This design comes from an exercise in tuning for small area on the open sky130 flow, not from production work. Function was checked by simulation only, so behaviour that the tests miss may differ from the original. Power figures rest on the tool's default switching activity, not on a simulated workload.

File: design.v
`default_nettype none
package synth_pkg;
	localparam int SAMPLE_INTERVAL = 1500;          
	localparam int FREQ_DEFAULT = 50;               
	localparam int RATE_DEFAULT = 270;
	localparam int INITIAL_DEFAULT = 511;
	localparam int SPREAD_DEFAULT = 120;
endpackage
`default_nettype wire
`default_nettype none
import synth_pkg::*;
module additive_synth_top (
	input wire ADC_Data_Received,
	input wire reset,
	input wire i_param_load,
	input wire [15:0] i_param_freq,
	input wire [8:0] i_param_rate,
	input wire [8:0] i_param_initial,
	input wire [15:0] i_param_spread,
	output logic o_dac_cs,
	output logic o_dac_clock,
	output logic o_dac_bit
);
	logic [10:0] cnt;                  
	logic active;                      
	logic [7:0] rc;                    
	logic [3:0] b;
	logic copy;                        
	assign b = rc[3:0];
	assign copy = (cnt == 11'd1499) || (cnt == 11'd2047);
	always_ff @(posedge ADC_Data_Received) begin
		if (reset) begin
			cnt <= 11'd2047;
			active <= 1'b0;
			rc <= 8'd0;
		end else begin
			cnt <= copy ? 11'd0 : cnt + 11'd1;
			if (cnt == 11'd1499)
				active <= 1'b1;
			rc <= rc + 8'd1;
		end
	end
	localparam logic [15:0] FREQ_ROT = 16'(FREQ_DEFAULT) << 1;
	localparam logic [15:0] SPREAD_ROT = 16'(SPREAD_DEFAULT) << 1;
	logic [15:0] live_freq, live_spread, snap_freq, snap_spread;
	logic [8:0] live_rate, live_init, snap_rate;
	logic lv;
	logic [1:0] qs;
	always_ff @(posedge ADC_Data_Received) begin
		if (i_param_load) begin
			live_freq <= i_param_freq;
			live_rate <= i_param_rate;
			live_init <= i_param_initial;
			live_spread <= i_param_spread;
		end
		if (reset)
			lv <= 1'b0;
		else if (i_param_load)
			lv <= 1'b1;
	end
	always_ff @(posedge ADC_Data_Received) begin
		if (reset) begin
			snap_freq <= FREQ_ROT;
			snap_spread <= SPREAD_ROT;
			snap_rate <= 9'(RATE_DEFAULT);
			qs <= 2'd0;
		end else if (copy && lv) begin
			snap_freq <= live_freq;
			snap_spread <= live_spread;
			snap_rate <= live_rate;
			qs <= rc[3:2];
		end else begin
			snap_freq <= {snap_freq[0], snap_freq[15:1]};
			snap_spread <= {snap_spread[0], snap_spread[15:1]};
		end
	end
	logic wk;                          
	logic [1:0] w;                     
	logic [3:0] k;                     
	logic kz;
	logic alive;                       
	logic last_word;
	assign kz = (k == 4'd0);
	assign last_word = (b == 4'd15);
	logic [255:0] ring;
	logic head, tap, head_val, head_sum, head_in, pc, pcn, pg, pci;
	logic [15:0] adv;
	logic adv_out, adv_in, ac, acn, op;
	logic clearing, pa;
	assign head = ring[255];
	assign tap = ring[239];
	assign clearing = !active && (cnt[10:8] == 3'd0);
	assign pa = wk && (w == 2'd1) && alive;
	assign adv_out = adv[0];
	assign head_val = head & !clearing;
	assign pg = pa & adv_out;
	assign pci = pc & (b != 4'd0);
	assign head_sum = head_val ^ pg ^ pci;
	assign pcn = (head_val & pg) | (pci & (head_val ^ pg));
	assign head_in = head_sum & !clearing;
	always_comb begin
		if ((w == 2'd1) || (w == 2'd0 && kz))
			op = snap_freq[{qs, 2'b01}];
		else if (w == 2'd2)
			op = snap_spread[{qs, 2'b01}];
		else
			op = 1'b0;
	end
	assign {acn, adv_in} = adv_out + op + (ac && (b != 4'd0));
	always_ff @(posedge ADC_Data_Received) begin
		ring <= {ring[254:0], head_in};
		pc <= pcn;
		adv <= {wk ? adv_in : 1'b0, adv[15:1]};
		ac <= acn;
	end
	logic [14:0] x;
	logic s;
	logic seen_a, ain, out_a, clip, magbit;
	logic [14:0] acc_a;
	logic [15:0] sum_a;
	assign ain = (w == 2'd1) && (b != 4'd15) && (head ^ seen_a);
	logic [15:0] ca;
	assign ca[0] = 1'b0;
	for (genvar i = 0; i < 15; i++) begin : g_add_a
		assign sum_a[i] = acc_a[i] ^ (ain & x[i]) ^ ca[i];
		assign ca[i+1] = (acc_a[i] & (ain & x[i])) | (ca[i] & (acc_a[i] ^ (ain & x[i])));
	end
	assign sum_a[15] = ca[15];
	assign out_a = sum_a[0];
	assign clip = (x == 15'h4000);
	assign magbit = out_a || clip;
	always_ff @(posedge ADC_Data_Received) begin
		if (w == 2'd0 && b != 4'd15)
			x <= {tap, x[14:1]};
		if (w == 2'd1 && b == 4'd15)
			s <= head;
		seen_a <= !last_word && (seen_a || head);
		acc_a <= sum_a[15:1];
	end
	logic [8:0] lvl, acc_b;
	logic [9:0] sum_b;
	logic magwin, ratewin, bin, out_b, seen_b, rate_bit;
	logic [15:0] rate_vec;
	assign magwin = (w == 2'd1 && b >= 4'd13) || (w == 2'd2 && b <= 4'd11);
	assign ratewin = wk && !kz && ((w == 2'd0 && b >= 4'd9) || (w == 2'd1 && b <= 4'd1));
	assign rate_vec = {snap_rate[6:0], 7'b0, snap_rate[8], snap_rate[7]};
	assign rate_bit = rate_vec[b];
	assign bin = magwin ? magbit : (ratewin && rate_bit);
	logic [9:0] cb;
	assign cb[0] = 1'b0;
	for (genvar i = 0; i < 9; i++) begin : g_add_b
		assign sum_b[i] = acc_b[i] ^ (bin & lvl[i]) ^ cb[i];
		assign cb[i+1] = (acc_b[i] & (bin & lvl[i])) | (cb[i] & (acc_b[i] ^ (bin & lvl[i])));
	end
	assign sum_b[9] = cb[9];
	assign out_b = sum_b[0];
	always_ff @(posedge ADC_Data_Received) begin
		acc_b <= sum_b[9:1];
		seen_b <= !(w == 2'd1 && b == 4'd12) && (seen_b || out_b);
		if (!reset && copy)
			lvl <= lv ? live_init : 9'(INITIAL_DEFAULT);
		else if (wk && !kz && w == 2'd1 && b == 4'd2)
			lvl <= acc_b;
	end
	logic [15:0] tl_lo, tr_lo;
	logic [2:0] tl_hi, tr_hi;
	logic vflag, par, first, aw, hiwin, tc, tcn, t_op, t_out, cbit, t_in;
	assign hiwin = (w == 2'd0) && (b >= 4'd6);
	assign cbit = vflag && (out_b ^ (s && seen_b));
	assign t_out = hiwin ? (par ? tr_hi[0] : tl_hi[0]) : (par ? tr_lo[0] : tl_lo[0]);
	assign t_op = !first && t_out;
	assign {tcn, t_in} = t_op + cbit + (tc && !(w == 2'd2 && b == 4'd6));
	always_ff @(posedge ADC_Data_Received) begin
		if (w == 2'd1 && b == 4'd15) begin
			vflag <= alive;
			par <= k[0];
			first <= (k[3:1] == 3'd0);
		end
		tc <= tcn;
		tl_lo <= {(aw && !hiwin && !par) ? t_in : tl_lo[0], tl_lo[15:1]};
		tr_lo <= {(aw && !hiwin && par) ? t_in : tr_lo[0], tr_lo[15:1]};
		if (aw && hiwin && !par)
			tl_hi <= {t_in, tl_hi[2:1]};
		if (aw && hiwin && par)
			tr_hi <= {t_in, tr_hi[2:1]};
	end
	always_ff @(posedge ADC_Data_Received) begin
		if (reset) begin
			wk <= 1'b0;
			w <= 2'd0;
			k <= 4'd0;
			alive <= 1'b0;
			aw <= 1'b0;
		end else begin
			if (!wk) begin
				if (rc == 8'd255 && cnt[10:8] == 3'd1) begin
					wk <= 1'b1;
					alive <= 1'b1;
				end
			end else if (last_word) begin
				if (w == 2'd1 && (adv_out || k == 4'd15))
					alive <= 1'b0;
				if (w == 2'd2) begin
					w <= 2'd0;
					k <= k + 4'd1;
					if (k == 4'd15)
						wk <= 1'b0;
				end else begin
					w <= w + 2'd1;
				end
			end
			if (w == 2'd2 && b == 4'd5)
				aw <= 1'b1;
			else if (w == 2'd0 && b == 4'd8)
				aw <= 1'b0;
		end
	end
	logic fr, hb, lb;
	logic [3:0] m, pos;
	logic [15:0] lo;
	logic [2:0] hi;
	assign fr = active && (cnt[10:6] == 5'd0);
	assign m = cnt[4:1];
	assign pos = 4'd9 - m - b;
	assign lo = cnt[5] ? tr_lo : tl_lo;
	assign hi = cnt[5] ? tr_hi : tl_hi;
	assign hb = (m[3:1] == 3'd0) ? hi[2] : (m[0] ? hi[0] : hi[1]);
	assign lb = lo[pos];
	assign o_dac_cs = !fr;
	assign o_dac_clock = fr && cnt[0];
	assign o_dac_bit = fr && ((m[3:2] == 2'd0) ? hb : lb);
endmodule
`default_nettype wire
File: flow/run.sh
#!/bin/bash
# Standard ORFS layout with a leaner clock tree (large leaf clusters, no
# dummy loads) and the smallest buffer on each port.
set -uo pipefail
bash standard.sh \
  "CTS_ARGS=-sink_clustering_enable -repair_clock_nets -buf_list sky130_fd_sc_hd__clkbuf_8 -sink_clustering_size 20 -sink_clustering_max_diameter 65 -dont_use_dummy_load" \
  "BUFFER_PORTS_ARGS=-buffer_cell sky130_fd_sc_hd__buf_1" \
  finish > orfs_make.log 2>&1
status=$?
cp -r orfs/logs orfs_logs 2>/dev/null || true
exit $status
File: standard.sh
#!/bin/bash
# synth_recipe.tcl (not shown) runs the flow's synth.tcl, then flattens the netlist and writes it again
# the make line also repeats each setting of config.mk as NAME=value (left out here)
make -C /OpenROAD-flow-scripts/flow DESIGN_CONFIG=/design/flow/config.mk WORK_HOME=/design/flow/orfs CLKGATE_MAP_FILE= SYNTH_SCRIPT=/design/flow/synth_recipe.tcl "${@:-finish}"
File: config.mk
export PLATFORM = sky130hd
export DESIGN_NAME = additive_synth_top
export DESIGN_NICKNAME = additive_synth_top
export VERILOG_FILES = /design/flow/design.v
export SDC_FILE = /design/flow/constraint.sdc
export NUM_CORES = 4
export LEC_CHECK = 0
export ABC_AREA = 1
export CAP_MARGIN = 20
export CORE_MARGIN = 2
export CORE_UTILIZATION = 40
export PLACE_DENSITY = 0.6
export SLEW_MARGIN = 20
File: constraint.sdc
create_clock -name core_clock -period 12.0 [get_ports {ADC_Data_Received}]
set_input_delay 2.4000 -clock core_clock [delete_from_list [all_inputs] [get_ports {ADC_Data_Received}]]
set_output_delay 2.4000 -clock core_clock [all_outputs]
set_load 0.01 [all_outputs]
==> notes.md, run 1 <==
vias in the first global route=7165; WL/cell=approximately 13 µm; Core Util, Final=0.439; ys async rst share=0; #FFs+latches synth=slightly below 500; CTS tree=done; Max-Cap Viols=0; Mapped Area=14100 µm²; Top Layer Used=met4; kind of critical path=reg -> reg; Worst setup SP type=flip-flop; Rel. slew slack=0.357; Final nets=roughly 1300; most frequent cells after synthesis=dfxtp_1 (406), nand2_1 (166), inv_1 (103); Die ar.=36800 µm²; Longest Clk Path Bufs=3; CTS sink count=approximately 500; post-synth net total=1231; Filler cells=3177; top cells by area, synth=dfxtp_1 (58%), edfxtp_1 (18%), nand2_1 (4.4%); worst hold path type=reg -> reg; met1 wire length=10900 µm; Final Setup Violations=0; multi-input logic area=2890 µm²; starting density of the core=0.407; Clock Latency Late Sink=0.61 ns; Placed Cells incl. Taps=1620; antenna violations before repair=0; total congestion overflow=0; clock slew at reported path FFs=between 0.1 and 0.15 ns; DR iter-0 viols=302; Synth top area share=0.576; Yosys cell types=40; Pre-antenna DRT Iters=4; PwrDens=180 nW/µm²; fin crit share=0.570; wire length on met2=8920 µm; Worst EP arrival=7.39 ns; FF/Latch Area=between 10000 and 15000 µm²; syn_area_per_cell=12.4 µm²; setup TNS=0 ns; Port-buffer cells=55; P_leak=5.94 nW; Residual DRC=0; num rows=slightly below 70; Yosys warnings=1; post-synth top area cell=dfxtp_1; Slew Limit Fails=0; Post CTS Setup Buffer Count=0; first-pass GRT wire length=35800 µm; I/O Pins=56; Antenna diodes=0; Die H=192 µm; clock tree root driver cell=clkbuf_8; most instantiated library cell after synthesis=dfxtp_1; GR Util All Layers=0.119; Post-CTS Hold Fix Bufs=0; layout cells sized above 1=0.0385; CP Max Fanout=12; hpwl dp=13500 µm; ys flop type=dfxtp_1; post_cts resized=0; Layout area overhead=7.72%; Hold Vio Cnt, Final=0; Fmax=146 MHz; status=complete, no violations; Least-Margin Pin Slew=0.963 ns; die span in x=192 µm; largest net degree at the start of global routing=46; Worst setup EP type=flip-flop; routability congestion estimate=0.810; Via density=roughly 4.5; fin crit period=6.84 ns; post-route antenna net violation count=0; core area=around 35000 µm²; Vias=7361; fin cells=1651; RSZ-0062 raised after global routing=false; TritonCTS Buffers=31; skew final=0.0507 ns; peak supply drop=0.0000970 V; number of synthesized flops with an enable pin=84; post-synthesis sequential area ratio=0.755; Gate Count Post-Synth=1138; Power, Total=0.00274 W; Worst EP required=between 10 and 15 ns; total length of routed met3 wires=881 µm; H-tree depth=1; drt total wl=21100 µm
[worst max-delay path, cell delays in order, from the launching register on]
cell	delay (ns)
dfxtp_1	0.54
ha_1	0.21
inv_1	0.06
nor2_1	0.15
inv_1	0.15
nand3_1	0.36
nor2_1	0.08
ha_1	0.19
inv_1	0.07
fa_1	0.17
fa_1	0.17
inv_1	0.05
fa_1	0.37
fa_1	0.38
fa_1	0.39
fa_1	0.39
fa_1	0.39
fa_1	0.39
fa_1	0.39
fa_1	0.38
fa_1	0.36
inv_1	0.08
fa_1	0.16
inv_1	0.05
fa_1	0.34
inv_1	0.07
fa_1	0.41
inv_1	0.06
[placed cells by master, fill, tap and decap left out, drive strengths merged, types with 8 or more instances in the layout]
cell type / count
o21ai: 40
dfxtp: 406
a21oi: 50
nor2: 59
edfxtp: 84
inv: 104
nand4: 8
nand2: 168
nand3: 102
clkbuf: 33
fa: 26
nor3: 14
buf: 58
ha: 14
[kinds of logic after synthesis]
kind of cell	synth area share
flops	0.755
simple gates	0.111
buf+inv	0.0398
compound gates	0.0403
fa+ha+maj	0.0493
xor+xnor	0.00435
[worst paths after layout]
check	from	endpoint	slack [ns]	cells after the start
max reg2reg	rc[0]$_SDFF_PP0_	acc_a[13]$_DFF_P_	5.16	27
min reg2reg	adv[8]$_DFF_P_	adv[7]$_DFF_P_	0.31	0
max	rc[0]$_SDFF_PP0_	acc_a[13]$_DFF_P_	5.16	27
min	adv[8]$_DFF_P_	adv[7]$_DFF_P_	0.31	0
[cell type report]
| type | instances | area share |
|---|---|---|
| multi-input cells | 510 | 0.190 |
| flip-flops and latches | 490 | 0.701 |
| inverters | 105 | 0.0260 |
| well taps | 455 | 0.0375 |
| clock buffers | 31 | 0.0281 |
| repair buffers | 60 | 0.0171 |
[sequential cells by signal (all words and copies together) (netlist names), 4 cells and up]
| signal | cells |
|---|---|
| tr_lo | 16 |
| live_rate | 9 |
| live_freq | 16 |
| x | 15 |
| snap_spread | 16 |
| rc | 8 |
| ring | 256 |
| lvl | 9 |
| live_init | 9 |
| live_spread | 16 |
| tl_lo | 16 |
| adv | 16 |
| cnt | 11 |
| k | 4 |
| snap_freq | 16 |
| acc_a | 15 |
| snap_rate | 9 |
| acc_b | 9 |
[power breakdown]
| group | switching [W] | internal, W | total (W) |
|---|---|---|---|
| clock network | 0.000447 | 0.000231 | 0.000678 |
| registers | 0.0000392 | 0.00172 | 0.00176 |
| logic | 0.000191 | 0.000103 | 0.000294 |
| total | 0.000677 | 0.00206 | 0.00274 |
[routing by layer]
layer	up-vias	global-route usage
met5	-	0
met4	0	0.0328
met3	37	0.0205
met2	116	0.180
met1	3448	0.176
li1	3760	-
[through the flow]
step / hold slack (ns) / setup WS, ns / cell area (µm²)
4_1_cts: 0.315 / 5.13 / 15200
5_1_grt: 0.318 / 4.73 / 15200
2_1_floorplan: 0.310 / 5.55 / 14100
3_3_place_gp: 0.312 / 5.27 / 14700
6_report: 0.309 / 5.16 / 15200
3_5_place_dp: 0.312 / 5.10 / 14800
==> inputs of run 2 (changes only) <==
--- a/flow/run.sh
+++ b/flow/run.sh
@@ -5,3 +5,3 @@
 bash standard.sh \
-  "CTS_ARGS=-sink_clustering_enable -repair_clock_nets -buf_list sky130_fd_sc_hd__clkbuf_8 -sink_clustering_size 20 -sink_clustering_max_diameter 65 -dont_use_dummy_load" \
+  "CTS_ARGS=-sink_clustering_enable -repair_clock_nets -buf_list sky130_fd_sc_hd__clkbuf_8 -sink_clustering_size 18 -sink_clustering_max_diameter 60 -dont_use_dummy_load" \
   "BUFFER_PORTS_ARGS=-buffer_cell sky130_fd_sc_hd__buf_1" \
--- a/config.mk
+++ b/config.mk
@@ -7,3 +7,2 @@
 export LEC_CHECK = 0
-export ABC_AREA = 1
 export CAP_MARGIN = 20
==> notes.md, run 2 <==
first-pass GRT wire length=34900 µm (was 35800 µm); Die H=194 µm (was 192 µm); P_leak=5.92 nW (was 5.94 nW); skew final=0.0580 ns (was 0.0507 ns); post-route antenna net violation count=0 (unchanged); hold path start=ring[55]$_DFF_P_ (was adv[8]$_DFF_P_); worst reg2reg path depth=26 (was 27); Worst setup EP type=flip-flop (unchanged); core area=35600 µm² (was 34600 µm²); routability congestion estimate=0.813 (was 0.810); vias in the first global route=6794 (was 7165); most instantiated library cell after synthesis=dfxtp_1 (unchanged); commonest cells after routing, fill and taps aside=dfxtp_1 (406), nand2_1 (86), edfxtp_1 (84) (was dfxtp_1 (406), nand2_1 (166), inv_1 (103)); Clock Latency Late Sink=0.55 ns (was 0.61 ns); Port-buffer cells=55 (unchanged); CP startpoint=rc[0]$_SDFF_PP0_ (unchanged); peak supply drop=0.000105 V (was 0.0000970 V); Rel. slew slack=0.332 (was 0.357); sequential group share of total power=0.644 (was 0.645); most frequent cells after synthesis=dfxtp_1 (406), nand2_1 (86), edfxtp_1 (84) (was dfxtp_1 (406), nand2_1 (166), inv_1 (103)); clock slew at reported path FFs=0.10 ns (was 0.11 ns); fin crit period=7.10 ns (was 6.84 ns); switching power=0.000637 W (was 0.000677 W); CP Max Fanout=15 (was 12); post-synth top area cell=dfxtp_1 (unchanged); number of synthesized flops with an enable pin=84 (unchanged); clock tree root driver cell=clkbuf_8 (unchanged); hold path depth=0 (unchanged); WL/cell=13.9 µm (was 12.8 µm); Synth top area share=0.563 (was 0.576); kind of critical path=reg -> reg (unchanged); Largest Register=ring (unchanged); slowest CP cell=dfxtp_1 (unchanged); Yosys cell types=62 (was 40); Worst EP arrival=7.54 ns (was 7.39 ns); starting density of the core=0.406 (was 0.407); ys async rst share=0 (unchanged); post-synth net total=1098 (was 1231); drt total wl=21200 µm (was 21100 µm); Layout area overhead=7.14% (was 7.72%); Sw Share=0.233 (was 0.247); Final nets=1166 (was 1291); Top cell by count, worst path=fa_1 (unchanged); H-tree depth=2 (was 1); Worst path top cell family by delay=adder cells (unchanged); top cells by area, synth=dfxtp_1 (56%), edfxtp_1 (17%), mux2i_1 (4.5%) (was dfxtp_1 (58%), edfxtp_1 (18%), nand2_1 (4.4%)); Slew Limit Fails=0 (unchanged); Pre-antenna DRT Iters=4 (unchanged); GR Util All Layers=0.113 (was 0.119); Buf+Inv Stages, Crit Path=7 (was 8); die span in x=194 µm (was 192 µm); antenna violations before repair=0 (unchanged); total congestion overflow=0 (unchanged); worst hold path type=reg -> reg (unchanged); Worst path depth=26 (was 27); TritonCTS Buffers=36 (was 31); #FFs+latches synth=490 (unchanged); Post CTS Setup Buffer Count=0 (unchanged); slowest cell delay on critical path=0.63 ns (was 0.54 ns); max reg flops=256 (unchanged); Gate Count Post-Synth=1005 (was 1138); Residual DRC=0 (unchanged); DR iter-0 viols=307 (was 302); largest net degree at the start of global routing=77 (was 46); RSZ-0062 raised after global routing=false (unchanged); Antenna diodes=0 (unchanged); Mapped Area=14400 µm² (was 14100 µm²); Worst setup SP type=flip-flop (unchanged); Longest Clk Path Bufs=3 (unchanged); Core Util, Final=0.435 (was 0.439); ys flop type=dfxtp_1 (unchanged); setup TNS=0 ns (unchanged); reg2reg start=rc[0]$_SDFF_PP0_ (unchanged); CTS sink count=490 (unchanged); Max-Cap Viols=0 (unchanged); commonest non-fill, non-tap cell in the layout=dfxtp_1 (unchanged); fin crit share=0.591 (was 0.570); Post-CTS Hold Fix Bufs=0 (unchanged); hpwl dp=13400 µm (was 13500 µm); Worst EP required=12.45 ns (was 12.56 ns); Clock power frac=0.265 (was 0.248); Least-Margin Pin Slew=0.989 ns (was 0.963 ns); Placed Cells incl. Taps=1496 (was 1620); r2r setup slk=4.90 ns (was 5.16 ns); layout cells sized above 1=0.0598 (was 0.0385); Die ar.=37600 µm² (was 36800 µm²); status=complete, no violations (unchanged); post_cts resized=0 (unchanged); Final Setup Violations=0 (unchanged); PwrDens=177 nW/µm² (was 180 nW/µm²); Yosys warnings=1 (unchanged); fin cells=1532 (was 1651); Fmax=141 MHz (was 146 MHz); Hold Vio Cnt, Final=0 (unchanged); Via density=4.48 (was 4.46); CTS tree=done (unchanged); Logic pwr share=0.090 (was 0.107); post-synthesis sequential area ratio=0.738 (was 0.755); syn_area_per_cell=14.4 µm² (was 12.4 µm²); Vias=6860 (was 7361); cell internal pwr=0.00210 W (was 0.00206 W); I/O Pins=56 (unchanged); num rows=69 (was 68)
run 2: cell types whose count changed after synthesis, moves of 14 or more:
| cell | before | now |
|---|---|---|
| a21oi_1 | 50 | 8 |
| nand2_1 | 166 | 86 |
| o21ai_0 | 30 | 16 |
| mux2i_1 | 0 | 65 |
| nand3_1 | 102 | 15 |
| inv_1 | 103 | 51 |
| and2_1 | 0 | 16 |
run 2: power groups by stage:
stage | registers [W] | clock network (W) | logic, W
finish | 0.00177 | 0.000727 | 0.000248
global route | 0.00177 | 0.000822 | 0.000275
CTS | 0.00177 | 0.000765 | 0.000250
detailed placement | 0.00180 | 0 | 0.000248
global placement | 0.00180 | 0 | 0.000246
floorplan | 0.00178 | 0 | 0.000218
run 2: cell type report:
| cell class | instances | area, µm² |
|---|---|---|
| Multi-Input combinational cell | 433 | 3300 |
| Tap cell | 461 | 577 |
| Clock buffer | 36 | 495 |
| Inverter | 51 | 191 |
| Fill cell | 3255 | 20100 |
| Sequential cell | 490 | 10700 |
| Timing Repair Buffer | 61 | 254 |
run 2: final timing paths:
path	endpoint
worst max-delay path	acc_a[13]$_DFF_P_
worst min-delay path	ring[56]$_DFF_P_
worst max register to register	acc_a[13]$_DFF_P_
worst min register to register	ring[56]$_DFF_P_
run 2: metrics by stage:
| step | area [µm²] | hold WS [ns] | worst slack, ns | power (W) |
|---|---|---|---|---|
| 3_5_place_dp | 15000 | 0.312 | 4.98 | 0.00205 |
| 3_3_place_gp | 15000 | 0.310 | 5.08 | 0.00205 |
| 2_1_floorplan | 14400 | 0.310 | 5.44 | 0.00200 |
| 5_1_grt | 15500 | 0.265 | 4.47 | 0.00287 |
| 6_report | 15500 | 0.284 | 4.90 | 0.00274 |
| 4_1_cts | 15500 | 0.272 | 4.90 | 0.00278 |
run 2: logic make-up (layout without fill, tap and decap cells):
group / after synthesis / count (layout) / synth area share
compound gates: 64 / 64 / 0.0304
xor+xnor: 19 / 19 / 0.0125
fa+ha+maj: 40 / 40 / 0.0482
buf+inv: 82 / 148 / 0.0350
flops: 490 / 490 / 0.738
mux: 78 / 78 / 0.0609
simple gates: 232 / 232 / 0.0752
run 2: worst register-to-register path, stage by stage (launching register included):
cell	delay [ns]
dfxtp_1	0.63
ha_1	0.29
and3_1	0.43
nor2_1	0.11
buf_4	0.19
and2_1	0.16
ha_1	0.17
inv_1	0.06
fa_1	0.18
fa_1	0.17
inv_1	0.05
fa_1	0.37
fa_1	0.39
fa_1	0.39
fa_1	0.38
fa_1	0.39
fa_1	0.38
fa_1	0.39
fa_1	0.38
fa_1	0.36
inv_1	0.07
fa_1	0.15
inv_1	0.05
fa_1	0.35
inv_1	0.07
fa_1	0.40
inv_1	0.06
run 2: layer usage:
layer,GRT usage,vias up,part of all wire
met3,0.0209,28,0.033
met5,0,-,0
met2,0.176,89,0.44
li1,-,3446,-
met4,0.0306,0,0.017
met1,0.161,3297,0.51

-- afterwards: timing with drivers on the ports --
In the flow no input, the clock included, has a driving cell. The finished layouts below were timed again as built, in two steps.
Step 1: set_driving_cell puts a clkbuf_16 on ADC_Data_Received and a buf_2 on each other input, an assumption about the parent block.
Step 2 moves the port delays by t, midway between the first and last clock arrival at a register: inputs arrive t later, outputs are due t later. That takes back most of the time a late clock gives input paths.
Three values: no drivers, after step 1, after step 2; two values: the first two.
run	shift t [ns]	slack for setup (ns)	slew at the worst register clock pin (ns)
run 1	0.621	5.165 / 5.165 / 5.165	0.11 / 0.11
run 2	0.562	4.902 / 4.902 / 4.902	0.11 / 0.11
After both steps setup and hold are still met in every run listed.
